From an optimization exercise on the open Yosys and OpenROAD flow, aimed at small area, a short achievable clock period and few clock cycles; shortcuts taken in it are not production practice.
Only simulation tests tie the RTL to the original design; equivalence was not proved.
Power is estimated from default activity; no workload was simulated.

==> design.v <==
`timescale 1ns/1ps
module sample_capture (
    input  logic        clk,
    input  logic        rst_n,
    input  logic [11:0] adc_i_i,
    input  logic [11:0] adc_q_i,
    input  logic        adc_valid_i,
    input  logic        cfg_enable_i,
    input  logic        cfg_mode_i,
    output logic        adc_ready_o,
    output logic [11:0] ua_i_o,
    output logic [11:0] u7_i_o,
    output logic [11:0] u5_i_o,
    output logic [11:0] ua_q_o,
    output logic [11:0] u7_q_o,
    output logic [11:0] u5_q_o,
    output logic        m7_o,
    output logic        wrap_pass_o,
    output logic        flush_o,
    output logic        first_add_o,
    output logic        tap_valid_o,
    output logic [6:0]  tap_bin_o,
    output logic        tap_last_o
);
    logic [3:0] fl_cnt_q;
    logic       flush_q;
    logic       cap_q;
    logic       m7_q;
    logic [6:0] n_q;
    logic [6:0] cnt_q;
    logic       addlast_q;
    logic       first_add_q;
    logic       out_q;
    logic [6:0] obin_q;
    logic [6:0] lm1;
    logic       out_last;
    logic       first_ok;
    logic       mid_ok;
    logic       accept;
    logic       first;
    logic       last;
    logic       smode;
    assign lm1      = m7_q ? 7'd126 : 7'd30;
    assign out_last = out_q && (obin_q == lm1);
    assign first_ok = !cap_q && !addlast_q && (!out_q || out_last) &&
                      (!flush_q || fl_cnt_q == 4'd15);
    assign mid_ok   = cap_q && (cnt_q == 7'd0);
    assign adc_ready_o = cfg_enable_i && (first_ok || mid_ok);
    assign accept      = adc_valid_i && adc_ready_o;
    assign first       = accept && !cap_q;
    assign last        = accept && cap_q && (n_q == lm1);
    assign smode       = cap_q ? m7_q : cfg_mode_i;
    always_ff @(posedge clk or negedge rst_n) begin
        if (!rst_n) begin
            fl_cnt_q    <= '0;
            flush_q     <= 1'b1;
            cap_q       <= 1'b0;
            m7_q        <= 1'b0;
            n_q         <= '0;
            cnt_q       <= '0;
            addlast_q   <= 1'b0;
            first_add_q <= 1'b0;
            out_q       <= 1'b0;
            obin_q      <= '0;
        end else begin
            if (flush_q) begin
                fl_cnt_q <= fl_cnt_q + 1'b1;
                if (fl_cnt_q == 4'd15) flush_q <= 1'b0;
            end
            if (first) begin
                cap_q <= 1'b1;
                m7_q  <= cfg_mode_i;
                n_q   <= 7'd1;
            end else if (accept) begin
                n_q <= n_q + 1'b1;
                if (last) cap_q <= 1'b0;
            end
            if (accept || cnt_q == lm1) cnt_q <= '0;
            else                        cnt_q <= cnt_q + 1'b1;
            addlast_q   <= last;
            first_add_q <= first;
            if (addlast_q) begin
                out_q  <= 1'b1;
                obin_q <= '0;
            end else if (out_q) begin
                if (obin_q == lm1) out_q <= 1'b0;
                obin_q <= obin_q + 1'b1;
            end
        end
    end
    logic [11:0] ui, uq;
    assign ui = {~adc_i_i[11], adc_i_i[10:0]};
    assign uq = {~adc_q_i[11], adc_q_i[10:0]};
    always_ff @(posedge clk) begin
        ua_i_o <= accept ? ui : 12'd0;
        ua_q_o <= accept ? uq : 12'd0;
        u7_i_o <= (accept && smode) ? ui : 12'd0;
        u7_q_o <= (accept && smode) ? uq : 12'd0;
        u5_i_o <= (accept && !smode) ? ui : 12'd0;
        u5_q_o <= (accept && !smode) ? uq : 12'd0;
    end
    assign m7_o        = m7_q;
    assign wrap_pass_o = cap_q || addlast_q;
    assign flush_o     = flush_q;
    assign first_add_o = first_add_q;
    assign tap_valid_o = out_q;
    assign tap_bin_o   = obin_q;
    assign tap_last_o  = out_last;
endmodule
`timescale 1ns/1ps
`timescale 1ns/1ps
`timescale 1ns/1ps
module corr_engine #(
    parameter int W = 18
) (
    input  logic          clk,
    input  logic [11:0]   ua_i,
    input  logic [11:0]   u7_i,
    input  logic [11:0]   u5_i,
    input  logic [11:0]   ua_q,
    input  logic [11:0]   u7_q,
    input  logic [11:0]   u5_q,
    input  logic          m7_i,
    input  logic          wrap_pass_i,
    input  logic          flush_i,
    output logic [W-1:0]  tap_i_o,
    output logic [W-1:0]  tap_q_o
);
    localparam logic [126:0] MA = 127'h000000000000000000000000020019a2;
    localparam logic [126:0] M7 = 127'h01fbe7ae1ba62b05e3b64a4270d10008;
    localparam logic [126:0] M5 = 127'h0000000000000000000000000522a404;
    logic [127*W-1:0] ri;
    logic [127*W-1:0] rq;
    genvar d;
    generate
        for (d = 0; d < 127; d++) begin : g_pos
            localparam int J  = (d == 126) ? 0 : d + 1;
            localparam int J5 = 0;
            logic [11:0]  bi, bq;
            logic [W-1:0] si, sq;
            logic [W-1:0] ni, nq;
            assign bi = MA[J] ? ua_i : M7[J] ? u7_i : M5[J] ? u5_i : 12'd0;
            assign bq = MA[J] ? ua_q : M7[J] ? u7_q : M5[J] ? u5_q : 12'd0;
            assign si = ri[J*W +: W] + {{(W-12){1'b0}}, bi};
            assign sq = rq[J*W +: W] + {{(W-12){1'b0}}, bq};
            if (d == 126) begin : g_wrap7
                assign ni = (m7_i && wrap_pass_i) ? si : '0;
                assign nq = (m7_i && wrap_pass_i) ? sq : '0;
            end else if (d == 30) begin : g_wrap5
                assign ni = m7_i ? si : (wrap_pass_i ? ri[0 +: W] : '0);
                assign nq = m7_i ? sq : (wrap_pass_i ? rq[0 +: W] : '0);
            end else if (d == 110 || d == 94 || d == 78 || d == 62 || d == 46) begin : g_dead
                assign ni = m7_i ? si : '0;
                assign nq = m7_i ? sq : '0;
            end else if (d == 14) begin : g_flush
                assign ni = flush_i ? '0 : si;
                assign nq = flush_i ? '0 : sq;
            end else begin : g_plain
                assign ni = si;
                assign nq = sq;
            end
            always_ff @(posedge clk) begin
                ri[d*W +: W] <= ni;
                rq[d*W +: W] <= nq;
            end
        end
    endgenerate
    assign tap_i_o = ri[0 +: W];
    assign tap_q_o = rq[0 +: W];
endmodule
`timescale 1ns/1ps
module peak_detector (
    input  logic                        clk,
    input  logic                        rst_n,
    input  logic [19:0]                 c_i_i,
    input  logic [19:0]                 c_q_i,
    input  logic [7-1:0]     bin_i,
    input  logic                        valid_i,
    input  logic                        last_i,
    input  logic [24-1:0]      cfg_threshold_i,
    output logic signed [24-1:0] corr_i_o,
    output logic signed [24-1:0] corr_q_o,
    output logic [7-1:0]     corr_bin_o,
    output logic                        corr_valid_o,
    output logic                        corr_last_o,
    output logic [24-1:0]      det_mag_o,
    output logic [7-1:0]     det_bin_o,
    output logic                        det_valid_o,
    output logic [16-1:0]  det_count_o
);
    logic [18:0] ri_q, rq_q;
    logic [19:0]        mag_q;
    logic [19:0]        ai, aq;
    logic               hit;
    assign ai = c_i_i[19] ? -c_i_i : c_i_i;
    assign aq = c_q_i[19] ? -c_q_i : c_q_i;
    always_ff @(posedge clk) begin
        ri_q       <= c_i_i[18:0];
        rq_q       <= c_q_i[18:0];
        mag_q      <= ai + aq;
        corr_bin_o <= bin_i;
        corr_last_o <= last_i;
    end
    always_ff @(posedge clk or negedge rst_n) begin
        if (!rst_n) corr_valid_o <= 1'b0;
        else        corr_valid_o <= valid_i;
    end
    assign corr_i_o = {{5{ri_q[18]}}, ri_q};
    assign corr_q_o = {{5{rq_q[18]}}, rq_q};
    assign hit = corr_valid_o && ({4'd0, mag_q} > cfg_threshold_i);
    always_ff @(posedge clk or negedge rst_n) begin
        if (!rst_n) begin
            det_valid_o <= 1'b0;
            det_count_o <= '0;
        end else begin
            det_valid_o <= hit;
            if (hit) det_count_o <= det_count_o + 1'b1;
        end
    end
    always_ff @(posedge clk) begin
        det_mag_o <= {4'd0, mag_q};
        det_bin_o <= corr_bin_o;
    end
endmodule
`timescale 1ns/1ps
module prbs_corr_top (
    input  logic                       clk,
    input  logic                       rst_n,
    input  logic signed [12-1:0] adc_i_i,
    input  logic signed [12-1:0] adc_q_i,
    input  logic                       adc_valid_i,
    output logic                       adc_ready_o,
    input  logic                       cfg_enable_i,
    input  logic                       cfg_mode_i,
    input  logic [24-1:0]     cfg_threshold_i,
    output logic signed [24-1:0] corr_i_o,
    output logic signed [24-1:0] corr_q_o,
    output logic [7-1:0]    corr_bin_o,
    output logic                       corr_valid_o,
    output logic                       corr_last_o,
    output logic [24-1:0]     det_mag_o,
    output logic [7-1:0]    det_bin_o,
    output logic                       det_valid_o,
    output logic [16-1:0] det_count_o
);
    localparam int W = 18;
    logic [11:0] ua_i, u7_i, u5_i, ua_q, u7_q, u5_q;
    logic        m7, wrap_pass, flush, first_add;
    logic        tap_valid, tap_last;
    logic [6:0]  tap_bin;
    logic [W-1:0] tap_i, tap_q;
    sample_capture u_sample_capture (
        .clk          (clk),
        .rst_n        (rst_n),
        .adc_i_i      (adc_i_i),
        .adc_q_i      (adc_q_i),
        .adc_valid_i  (adc_valid_i),
        .cfg_enable_i (cfg_enable_i),
        .cfg_mode_i   (cfg_mode_i),
        .adc_ready_o  (adc_ready_o),
        .ua_i_o       (ua_i),
        .u7_i_o       (u7_i),
        .u5_i_o       (u5_i),
        .ua_q_o       (ua_q),
        .u7_q_o       (u7_q),
        .u5_q_o       (u5_q),
        .m7_o         (m7),
        .wrap_pass_o  (wrap_pass),
        .flush_o      (flush),
        .first_add_o  (first_add),
        .tap_valid_o  (tap_valid),
        .tap_bin_o    (tap_bin),
        .tap_last_o   (tap_last)
    );
    corr_engine #(.W(W)) u_corr_engine (
        .clk         (clk),
        .ua_i        (ua_i),
        .u7_i        (u7_i),
        .u5_i        (u5_i),
        .ua_q        (ua_q),
        .u7_q        (u7_q),
        .u5_q        (u5_q),
        .m7_i        (m7),
        .wrap_pass_i (wrap_pass),
        .flush_i     (flush),
        .tap_i_o     (tap_i),
        .tap_q_o     (tap_q)
    );
    logic [18:0] s_i_q, s_q_q;
    always_ff @(posedge clk) begin
        s_i_q <= (first_add ? 19'd0 : s_i_q) + {7'd0, ua_i};
        s_q_q <= (first_add ? 19'd0 : s_q_q) + {7'd0, ua_q};
    end
    logic [19:0] c_i_q, c_q_q;
    logic [6:0]         c_bin_q;
    logic               c_last_q;
    logic               c_valid_q;
    always_ff @(posedge clk) begin
        c_i_q    <= {1'b0, s_i_q} - {1'b0, tap_i, 1'b0} - 20'd2048;
        c_q_q    <= {1'b0, s_q_q} - {1'b0, tap_q, 1'b0} - 20'd2048;
        c_bin_q  <= tap_bin;
        c_last_q <= tap_last;
    end
    always_ff @(posedge clk or negedge rst_n) begin
        if (!rst_n) c_valid_q <= 1'b0;
        else        c_valid_q <= tap_valid;
    end
    peak_detector u_peak_detector (
        .clk             (clk),
        .rst_n           (rst_n),
        .c_i_i           (c_i_q),
        .c_q_i           (c_q_q),
        .bin_i           (c_bin_q),
        .valid_i         (c_valid_q),
        .last_i          (c_last_q),
        .cfg_threshold_i (cfg_threshold_i),
        .corr_i_o        (corr_i_o),
        .corr_q_o        (corr_q_o),
        .corr_bin_o      (corr_bin_o),
        .corr_valid_o    (corr_valid_o),
        .corr_last_o     (corr_last_o),
        .det_mag_o       (det_mag_o),
        .det_bin_o       (det_bin_o),
        .det_valid_o     (det_valid_o),
        .det_count_o     (det_count_o)
    );
endmodule
==> run.sh <==
#!/bin/bash
# synth_recipe.tcl (not shown) runs the flow's synth.tcl, then flattens the netlist and writes it again
# the make line also repeats each setting of config.mk as NAME=value (left out here)
make -C /OpenROAD-flow-scripts/flow DESIGN_CONFIG=/design/flow/config.mk WORK_HOME=/design/flow/orfs CLKGATE_MAP_FILE= SYNTH_SCRIPT=/design/flow/synth_recipe.tcl finish
==> config.mk <==
export PLATFORM = sky130hd
export DESIGN_NAME = prbs_corr_top
export DESIGN_NICKNAME = prbs_corr_top
export VERILOG_FILES = /design/flow/design.v
export SDC_FILE = /design/flow/constraint.sdc
export NUM_CORES = 4
export LEC_CHECK = 0
export CAP_MARGIN = 20
export CORE_MARGIN = 2
export CORE_UTILIZATION = 40
export SLEW_MARGIN = 20
==> constraint.sdc <==
create_clock -name core_clock -period 8.0 [get_ports {clk}]
set_input_delay 1.6000 -clock core_clock [delete_from_list [all_inputs] [get_ports {clk}]]
set_output_delay 1.6000 -clock core_clock [all_outputs]
set_load 0.01 [all_outputs]
==> results by group, run 1 <==
Clock network
  – Clk latency of the worst-skew pair: 1.05 ns
  – Setup Fix Bufs, Post-CTS: 0
  – CTS HTree Levels: 6
  – Post-CTS sizing: 0
  – Clock sink total: 4873
  – Clk slew on worst S/H paths: 0.06 ns
  – TritonCTS Buffers: 530
  – Root Buffer: clkbuf_16
  – CTS tree: built
  – Clock buffer depth: 4
  – CTS Hold Buffers Added: 0

Detailed routing
  – Antenna-violating nets left: 0
  – 1st-pass router iterations: 6
  – Routed vias/inst: 5.04
  – DR vias: 141k
  – Drt drc: 0
  – Detailed Route WL: 436 mm
  – DR iter-0 viols: 7622
  – Drt wl/cell: 15.6 um

Placed design
  – Placer Congestion: 0.826
  – Number of I/O port buffers: 154
  – Dpl hpwl: 299 mm
  – Dpl cells: 27.0k

Power and ir drop
  – Cell Pwr Density: 346 nW/um2
  – Clock power share: 0.318
  – Maximum VDD drop: 0.000247 V
  – Comb pwr share: 0.236
  – Switching share of power: 0.299
  – Leakage: 104 nW
  – Sequential Power Share: 0.447
  – Switch Pwr: 23.9 mW
  – Cell-internal power: 56.0 mW

Layout
  – Final core utilization: 0.457
  – Storage cell area: 97900 um2
  – Layout area overhead: 13.8%
  – Post-route non-filler standard cell count: 27.9k
  – Area of the multi-input gates: 100000 um2
  – Share of cells above drive strength 1: 0.0508
  – Final Net Count: 22.8k
  – Fillers: 47.3k

Yosys
  – Synth top area share: 0.476
  – Post-Syn Area: 203000 um2
  – Synth Register Bits: 4873
  – Syn Inst Count: 20.3k
  – Post-synth EDFFs: 0
  – Synth area leader: dfxtp_1
  – Count leader, synth: dfxtp_1
  – Syn Area/Cell: 9.99 um2
  – Commonest cells in the netlist: dfxtp_1, ha_1, nand2_1, o21ai_0, nor2_1
  – Post-synth top flop: dfxtp_1
  – Yosys warns: 4
  – Register area share after synthesis: 0.482
  – Async SR Flop Fraction: 0.0103
  – Synth area leaders: dfxtp_1, ha_1, xnor2_1, xor2_1, nand2_1
  – Unique masters post-synth: 83

Global route
  – Global-route wire length before repair: 704 mm
  – Largest net degree at the start of global routing: 72
  – Gr ovfl total: 0
  – Initial antenna violation count: 18
  – Total GRT Usage: 0.166
  – Vias in the first global route: 136k

Worst setup path
  – Worst-case reg-to-reg path depth: 11
  – Cell family with most CP delay: compound AO/OA/AOI/OAI gates
  – Crit Path Class: flop to output port
  – Buf+Inv Stages, Crit Path: 1
  – Worst-path fanout max: 42
  – Worst Path Arrival: 3.80 ns
  – Cell Chain, Critical Path: and3_1, o211ai_1, a2111oi_2, o21a_1, clkdlybuf4s50_1
  – Worst reg2reg endpoint: u_corr_engine.ri[1742]$_DFF_P_
  – CP peak stage delay: 0.83 ns
  – Register-to-register setup slack: 4.10 ns
  – Worst Setup End Kind: output port
  – Critical path launch point type: flop
  – WP data required: 6.40 ns
  – Worst path slowest cell: dfrtp_4
  – RR Startpoint: u_sample_capture.u7_i_o[0]$_SDFF_PN0_

STA
  – Fin Clk Skew: 0.0496 ns
  – Setup_tns: 0 ns
  – Hold Fails Final Rpt: 0
  – Rel. slew slack: 0.191
  – Pins over their slew limit: 0
  – RSZ-0062 raised after global routing: no
  – Worst-margin pin slew: 1.21 ns
  – Fmax: 0.185 GHz
  – Tmin final: 5.40 ns
  – Period Utilization, post-route: 0.675
  – Setup-failing EPs final: 0

Hold path
  – HP Class: flop to flop
  – Hold Crit Endpoint: u_corr_engine.rq[1909]$_DFF_P_
  – Hold Crit Start: u_corr_engine.rq[1927]$_DFF_P_
  – Hold path depth: 0

Floorplan
  – Die Y: 716 um
  – Row Count: 261
  – Area of the die: 513000 um2
  – Die width: 716 um
  – Initial core utilization: 0.402
  – Core ar.: 505000 um2
  – # IOs: 159

Job
  – Total of max-cap violations: 0

Run status
  – Status: complete, no violations
## layout make-up
cell class                      count  area share
Inverter                          944      0.0154
Clock buffer                      714      0.0655
Multi-Input combinational cell  14231       0.435
Tap cell                         6706      0.0364
Antenna cell                       10    0.000108
Clock inverter                    237      0.0146
Timing Repair Buffer              216     0.00878
Sequential cell                  4873       0.424
## cell usage in the layout (no fill, tap or decap), types with 322 or more instances in the layout
master     count
xor2_1       699
xnor2_1     1005
o21ai_0     1172
ha_1        1848
nor3_1       413
dfxtp_1     4799
nor2_1      1139
nand2b_1     489
a21oi_1     1055
nand3_1      491
nand2_1     1621
clkbuf_16    541
o211ai_1     322
nor3b_1      624
a21o_1       399
nor2b_1      327
inv_1        941
## how the worst max path moves through the flow
stage / slack [ns] / start / to / depth (start not counted)
floorplan: 2.07 / u_sample_capture.u7_i_o[1]$_SDFF_PN0_ / u_corr_engine.ri[1994]$_SDFF_PN0_ / 9
global placement: 3.25 / cfg_threshold_i[9] / u_peak_detector.det_count_o[1]$_DFFE_PN0P_ / 10
detailed placement: 3.35 / cfg_threshold_i[9] / u_peak_detector.det_count_o[1]$_DFFE_PN0P_ / 10
CTS: 2.34 / u_sample_capture.m7_q$_DFFE_PN0N_ / adc_ready_o / 5
global route: 2.30 / u_sample_capture.m7_q$_DFFE_PN0N_ / adc_ready_o / 5
finish: 2.60 / u_sample_capture.m7_q$_DFFE_PN0N_ / adc_ready_o / 5
## flip-flops by register name, summed over array words and instances, names as in the netlist, 12 cells and up
name / count
c_i_q: 20
c_q_q: 20
s_i_q: 19
s_q_q: 19
u_corr_engine.ri: 2286
u_corr_engine.rq: 2286
u_peak_detector.det_count_o: 16
u_peak_detector.det_mag_o: 20
u_peak_detector.mag_q: 20
u_peak_detector.ri_q: 19
u_peak_detector.rq_q: 19
u_sample_capture.u5_i_o: 12
u_sample_capture.u5_q_o: 12
u_sample_capture.u7_i_o: 12
u_sample_capture.u7_q_o: 12
u_sample_capture.ua_i_o: 12
u_sample_capture.ua_q_o: 12
## power groups by stage
stage / registers, mW / logic, mW / clock network [mW]
6_report: 35.7 / 18.8 / 25.4
2_1_floorplan: 34.7 / 14.7 / 0
4_1_cts: 35.8 / 18.9 / 26.2
5_1_grt: 36.5 / 21.3 / 27.2
3_5_place_dp: 36.1 / 18.7 / 0
3_3_place_gp: 36.1 / 18.5 / 0
## kinds of logic after synthesis
kind of cell | after synthesis | share of synthesized area
compound gates | 4251 | 0.132
xor+xnor | 1704 | 0.0736
fa+ha+maj | 1995 | 0.129
buf+inv | 1195 | 0.0224
flops | 4873 | 0.482
mux | 21 | 0.00109
other cells | 1 | 0.0000185
simple gates | 6256 | 0.160
## layer usage
metal  wire length (um)  vias up  track usage
li1                   -    72490            -
met1             219000    65598        0.236
met2             189000     2090        0.263
met3              17100      652       0.0230
met4              10400        4       0.0438
met5                 27        -            0
## through the flow
step	instance area [um2]	hold slack, ns	power, mW	setup slack, ns
after detailed placement	212000	0.312	54.8	3.35
after CTS	231000	0.295	80.8	2.34
final	231000	0.296	79.9	2.60
after floorplan	203000	0.310	49.5	2.07
after global routing	231000	0.303	85.0	2.30
after global placement	212000	0.310	54.6	3.25
Testbench counts, summed over its fixed seeds: cycles 6,942.
==> inputs of run 2 (changes only) <==
--- a/design.v
+++ b/design.v
@@ -129,44 +129,91 @@
     localparam logic [126:0] MA = 127'h000000000000000000000000020019a2;
     localparam logic [126:0] M7 = 127'h01fbe7ae1ba62b05e3b64a4270d10008;
     localparam logic [126:0] M5 = 127'h0000000000000000000000000522a404;
-    logic [127*W-1:0] ri;
-    logic [127*W-1:0] rq;
-    genvar d;
+    localparam int K = 7;
+    logic [127*W-1:0] ri, rq;
+    logic [126:0]     pi, pq;
+    genvar d, b;
     generate
         for (d = 0; d < 127; d++) begin : g_pos
             localparam int J  = (d == 126) ? 0 : d + 1;
-            localparam int J5 = 0;
             logic [11:0]  bi, bq;
+            logic [W-1:0] vi, vq;
+            logic         qi, qq;
             logic [W-1:0] si, sq;
+            logic         ci, cq;
             logic [W-1:0] ni, nq;
-            assign bi = MA[J] ? ua_i : M7[J] ? u7_i : M5[J] ? u5_i : 12'd0;
-            assign bq = MA[J] ? ua_q : M7[J] ? u7_q : M5[J] ? u5_q : 12'd0;
-            assign si = ri[J*W +: W] + {{(W-12){1'b0}}, bi};
-            assign sq = rq[J*W +: W] + {{(W-12){1'b0}}, bq};
+            logic         npi, npq;
+            assign vi = ri[J*W +: W];
+            assign vq = rq[J*W +: W];
+            assign qi = pi[J];
+            assign qq = pq[J];
+            if (MA[J] || M7[J] || M5[J]) begin : g_add
+                assign bi = MA[J] ? ua_i : M7[J] ? u7_i : u5_i;
+                assign bq = MA[J] ? ua_q : M7[J] ? u7_q : u5_q;
+                logic [W:0] kci, kcq;
+                assign kci[0] = 1'b0;
+                assign kcq[0] = 1'b0;
+                for (b = 0; b < W; b++) begin : g_bit
+                    logic xi, xq, cini, cinq;
+                    assign xi   = (b < 12) ? bi[b] : 1'b0;
+                    assign xq   = (b < 12) ? bq[b] : 1'b0;
+                    assign cini = (b == K) ? qi : kci[b];
+                    assign cinq = (b == K) ? qq : kcq[b];
+                    assign si[b]    = vi[b] ^ xi ^ cini;
+                    assign sq[b]    = vq[b] ^ xq ^ cinq;
+                    assign kci[b+1] = (vi[b] & xi) | (vi[b] & cini) | (xi & cini);
+                    assign kcq[b+1] = (vq[b] & xq) | (vq[b] & cinq) | (xq & cinq);
+                end
+                assign ci = kci[K];
+                assign cq = kcq[K];
+            end else begin : g_pass
+                assign si = vi;
+                assign sq = vq;
+                assign ci = qi;
+                assign cq = qq;
+            end
+            logic keep;
             if (d == 126) begin : g_wrap7
-                assign ni = (m7_i && wrap_pass_i) ? si : '0;
-                assign nq = (m7_i && wrap_pass_i) ? sq : '0;
+                assign keep = m7_i && wrap_pass_i;
+                assign ni  = keep ? si : '0;
+                assign nq  = keep ? sq : '0;
+                assign npi = keep & ci;
+                assign npq = keep & cq;
             end else if (d == 30) begin : g_wrap5
-                assign ni = m7_i ? si : (wrap_pass_i ? ri[0 +: W] : '0);
-                assign nq = m7_i ? sq : (wrap_pass_i ? rq[0 +: W] : '0);
+                assign keep = m7_i || wrap_pass_i;
+                assign ni  = m7_i ? si : (wrap_pass_i ? ri[0 +: W] : '0);
+                assign nq  = m7_i ? sq : (wrap_pass_i ? rq[0 +: W] : '0);
+                assign npi = m7_i ? ci : (wrap_pass_i & pi[0]);
+                assign npq = m7_i ? cq : (wrap_pass_i & pq[0]);
             end else if (d == 110 || d == 94 || d == 78 || d == 62 || d == 46) begin : g_dead
-                assign ni = m7_i ? si : '0;
-                assign nq = m7_i ? sq : '0;
+                assign keep = m7_i;
+                assign ni  = keep ? si : '0;
+                assign nq  = keep ? sq : '0;
+                assign npi = keep & ci;
+                assign npq = keep & cq;
             end else if (d == 14) begin : g_flush
-                assign ni = flush_i ? '0 : si;
-                assign nq = flush_i ? '0 : sq;
+                assign keep = !flush_i;
+                assign ni  = keep ? si : '0;
+                assign nq  = keep ? sq : '0;
+                assign npi = keep & ci;
+                assign npq = keep & cq;
             end else begin : g_plain
-                assign ni = si;
-                assign nq = sq;
+                assign keep = 1'b1;
+                assign ni  = si;
+                assign nq  = sq;
+                assign npi = ci;
+                assign npq = cq;
             end
             always_ff @(posedge clk) begin
                 ri[d*W +: W] <= ni;
                 rq[d*W +: W] <= nq;
+                pi[d]        <= npi;
+                pq[d]        <= npq;
             end
         end
     endgenerate
-    assign tap_i_o = ri[0 +: W];
-    assign tap_q_o = rq[0 +: W];
+    assign tap_i_o = ri[0 +: W] + {{(W-K-1){1'b0}}, pi[0], {K{1'b0}}};
+    assign tap_q_o = rq[0 +: W] + {{(W-K-1){1'b0}}, pq[0], {K{1'b0}}};
 endmodule
 `timescale 1ns/1ps
 module peak_detector (
==> results by group, run 2 <==
Power and ir drop
  – Leakage: 88.7 nW (-14%)
  – Cell Pwr Density: 309 nW/um2 (-11%)
  – Maximum VDD drop: 0.000206 V (-16%)

Floorplan
  – Core ar.: 399000 um2 (-21%)
  – Die Y: 637 um (-11%)
  – Die width: 637 um (-11%)
  – Initial core utilization: 0.401 (about the same)
  – # IOs: 159 (unchanged)
  – Area of the die: 406000 um2 (-21%)
  – Row Count: 232 (-11%)

Yosys
  – Post-synth EDFFs: 0 (unchanged)
  – Synth top area share: 0.634 (+0.158)
  – Synth Register Bits: 5127 (+5.2%)
  – Count leader, synth: dfxtp_1
  – Syn Inst Count: 10.3k (-49%)
  – Register area share after synthesis: 0.642 (+0.160)
  – Synth area leader: dfxtp_1
  – Syn Area/Cell: 15.6 um2 (+56%)
  – Post-synth top flop: dfxtp_1
  – Synth area leaders: dfxtp_1, fa_1, ha_1, inv_1, and2_1
  – Yosys warns: 4 (unchanged)
  – Unique masters post-synth: 68 (-18%)
  – Commonest cells in the netlist: dfxtp_1, fa_1, inv_1, ha_1, and2_1
  – Post-Syn Area: 160000 um2 (-21%)
  – Async SR Flop Fraction: 0.00975 (-0.000508)

STA
  – RSZ-0062 raised after global routing: no
  – Fin Clk Skew: 0.102 ns (+0.0520 ns)
  – Pins over their slew limit: 0 (unchanged)
  – Setup_tns: 0 ns (unchanged)
  – Fmax: 0.197 GHz (+6.6%)
  – Period Utilization, post-route: 0.633 (-0.0417)
  – Tmin final: 5.06 ns (-0.334 ns)
  – Worst-margin pin slew: 1.06 ns (-0.156 ns)
  – Hold Fails Final Rpt: 0 (unchanged)
  – Rel. slew slack: 0.294 (+0.103)
  – Final setup margin: 2.94 ns (+0.334 ns)
  – Setup-failing EPs final: 0 (unchanged)

Worst setup path
  – CP peak stage delay: 0.88 ns (+0.05 ns)
  – Cell Chain, Critical Path: nor3_1, o211ai_1, nand2_1, a31o_2, and2_1, clkdlybuf4s50_1
  – Critical path launch point type: flop
  – Worst-case reg-to-reg path depth: 14 (+3)
  – Buf+Inv Stages, Crit Path: 1 (unchanged)
  – Worst Setup End Kind: output port
  – Worst path slowest cell: dfrtp_4
  – Crit Path Class: flop to output port
  – WP data required: 6.40 ns (about the same)
  – Register-to-register setup slack: 2.97 ns (-1.13 ns)
  – Worst-path fanout max: 48 (+14%)
  – Cell family with most CP delay: flip-flops
  – Critical path depth: 6 (+1)
  – Worst Path Arrival: 3.46 ns (-0.34 ns)

Placed design
  – Dpl hpwl: 165 mm (-45%)
  – Number of I/O port buffers: 154 (unchanged)
  – Dpl ws: 2.09 ns (-1.26 ns)
  – Placed inst area: 168000 um2 (-21%)
  – Placer Congestion: 0.774 (-6.3%)

Clock network
  – CTS Hold Buffers Added: 0 (unchanged)
  – TritonCTS Buffers: 484 (-8.7%)
  – Clock sink total: 5127 (+5.2%)
  – Clk slew on worst S/H paths: 0.06 ns (about the same)
  – Clock buffer depth: 4 (unchanged)
  – Setup Fix Bufs, Post-CTS: 0 (unchanged)
  – Clk latency of the worst-skew pair: 0.98 ns (-0.07 ns)
  – Post-CTS sizing: 0 (unchanged)
  – CTS HTree Levels: 5 (-1)
  – CTS tree: built
  – Root Buffer: clkbuf_16

Detailed routing
  – Drt drc: 0 (unchanged)
  – Antenna-violating nets left: 0 (unchanged)
  – Routed vias/inst: 4.15 (-18%)
  – DR vias: 68.8k (-51%)
  – Drt wl/cell: 14.5 um (-7.3%)
  – 1st-pass router iterations: 5 (-1)
  – Detailed Route WL: 240 mm (-45%)
  – DR iter-0 viols: 2513 (-67%)

Layout
  – Final Net Count: 13.5k (-41%)
  – Biggest regs: u_corr_engine.ri: 2286 flops, u_corr_engine.rq: 2286 flops
  – Fillers: 34.2k (-28%)
  – Layout area overhead: 15.8%
  – Most frequent cells in the layout: dfxtp_1, fa_1, inv_1, ha_1, clkbuf_16
  – Area of the multi-input gates: 52300 um2 (-48%)
  – Commonest non-fill, non-tap cell in the layout: dfxtp_1
  – Final core utilization: 0.465 (+0.00786)
  – Cell area after layout: 186000 um2 (-20%)
  – Share of cells above drive strength 1: 0.0810 (+0.0301)
  – Storage cell area: 103000 um2 (+5.2%)

Global route
  – Total GRT Usage: 0.126 (-0.0401)
  – Gr ovfl total: 0 (unchanged)
  – Initial antenna violation count: 21 (+3)
  – Vias in the first global route: 79.1k (-42%)
  – Largest net degree at the start of global routing: 81 (+13%)
  – Global-route wire length before repair: 415 mm (-41%)

Hold path
  – Hold path depth: 0 (unchanged)
  – HP Class: flop to flop

Run status
  – Status: complete, no violations

Job
  – Total of max-cap violations: 0 (unchanged)
[run 2: power breakdown]
group	switching (mW)	internal [mW]	total (mW)
Clock	9.64	14.2	23.9
Sequential	1.27	27.8	29.1
Combinational	2.34	2.09	4.42
[run 2: through the flow]
stage                     power [mW]  cells  hold slack (ns)
final                           57.3  16576            0.274
after global routing            60.1  16572            0.273
after CTS                       58.2  16567            0.268
after detailed placement        34.1  15662            0.312
after global placement          33.8  15662            0.310
after floorplan                 32.2  10287            0.310
[run 2: layout make-up]
class	instances	share of cell area
clock inverters	205	0.0150
diodes	9	0.000121
flip-flops and latches	5127	0.555
multi-input cells	3826	0.282
well taps	5265	0.0355
inverters	1254	0.0254
repair buffers	190	0.00973
clock buffers	700	0.0776
[run 2: routing by layer]
metal	wire, um	share of wire	vias to the layer above	GRT usage
li1	-	-	32928	-
met1	114000	0.48	34559	0.175
met2	111000	0.46	835	0.202
met3	8870	0.037	445	0.0215
met4	5990	0.025	0	0.0346
met5	0	0	-	0
[run 2: kinds of logic (layout without fill, tap and decap cells)]
kind of cell	after synthesis	in the layout	synth area share
adders and majority gates	2567	2567	0.274
xor gates and xnor gates	299	299	0.0164
AOI/OAI and AO/OA	256	256	0.0109
other	1	13	0.0000234
buffers and inverters	1334	2349	0.0316
muxes	8	8	0.000531
DFF	5127	5127	0.642
and+or+nand+nor	692	692	0.0245
[run 2: worst paths after layout]
kind	from	end
max in group asynchronous	rst_n	u_sample_capture.m7_q$_DFFE_PN0P_
min in group asynchronous	rst_n	u_sample_capture.obin_q[4]$_DFFE_PN0P_
worst max register to register	u_sample_capture.u7_q_o[7]$_SDFF_PN0_	u_corr_engine.rq[1745]$_DFF_P_
worst max-delay path	u_sample_capture.m7_q$_DFFE_PN0P_	adc_ready_o
worst min-delay path	u_corr_engine.rq[165]$_DFF_P_	u_corr_engine.rq[147]$_DFF_P_
worst min register to register	u_corr_engine.rq[165]$_DFF_P_	u_corr_engine.rq[147]$_DFF_P_
[run 2: worst register-to-register path: cells and delay by family, from the launching register on]
| family | cells | cell delay, ns |
|---|---|---|
| flops | 1 | 0.32 |
| buf+inv | 3 | 1.28 |
| fa+ha+maj | 10 | 3.09 |
| xor+xnor | 1 | 0.16 |
Testbench counts of run 2, summed over its fixed seeds: cycles 6,942.

==> static timing again, ports no longer ideal <==
No port has a modelled driver above. Below, the same layouts with a new extraction and two added sets of constraints.
Step 1 sets driving cells, clkbuf_16 on the clock port and buf_2 on the other inputs (assumed; they add their load-dependent delay and slew).
Step 2, shift: input delay + t, output delay - t, t = (earliest + latest rising clock arrival at the registers) / 2. This alone moves slack from input paths to output paths.
Slacks: ideal / step 1 / step 2; pairs: ideal / step 1.
| run | t (ns) | setup slack, ns | worst hold slack (ns) | clock arrival spread, ns |
|---|---|---|---|---|
| run 1 | 1.148 | 2.602 / 2.481 / 3.607 | 0.296 / 0.296 / 0.296 | 0.055 / 0.055 |
| run 2 | 1.028 | 2.936 / 2.840 / 2.541 | 0.274 / 0.274 / 0.274 | 0.106 / 0.105 |
After both steps setup and hold are still met in every run listed. For run 2, which loses most, drivers alone change the setup slack by -0.096 ns; drivers and shift together by -0.395 ns.
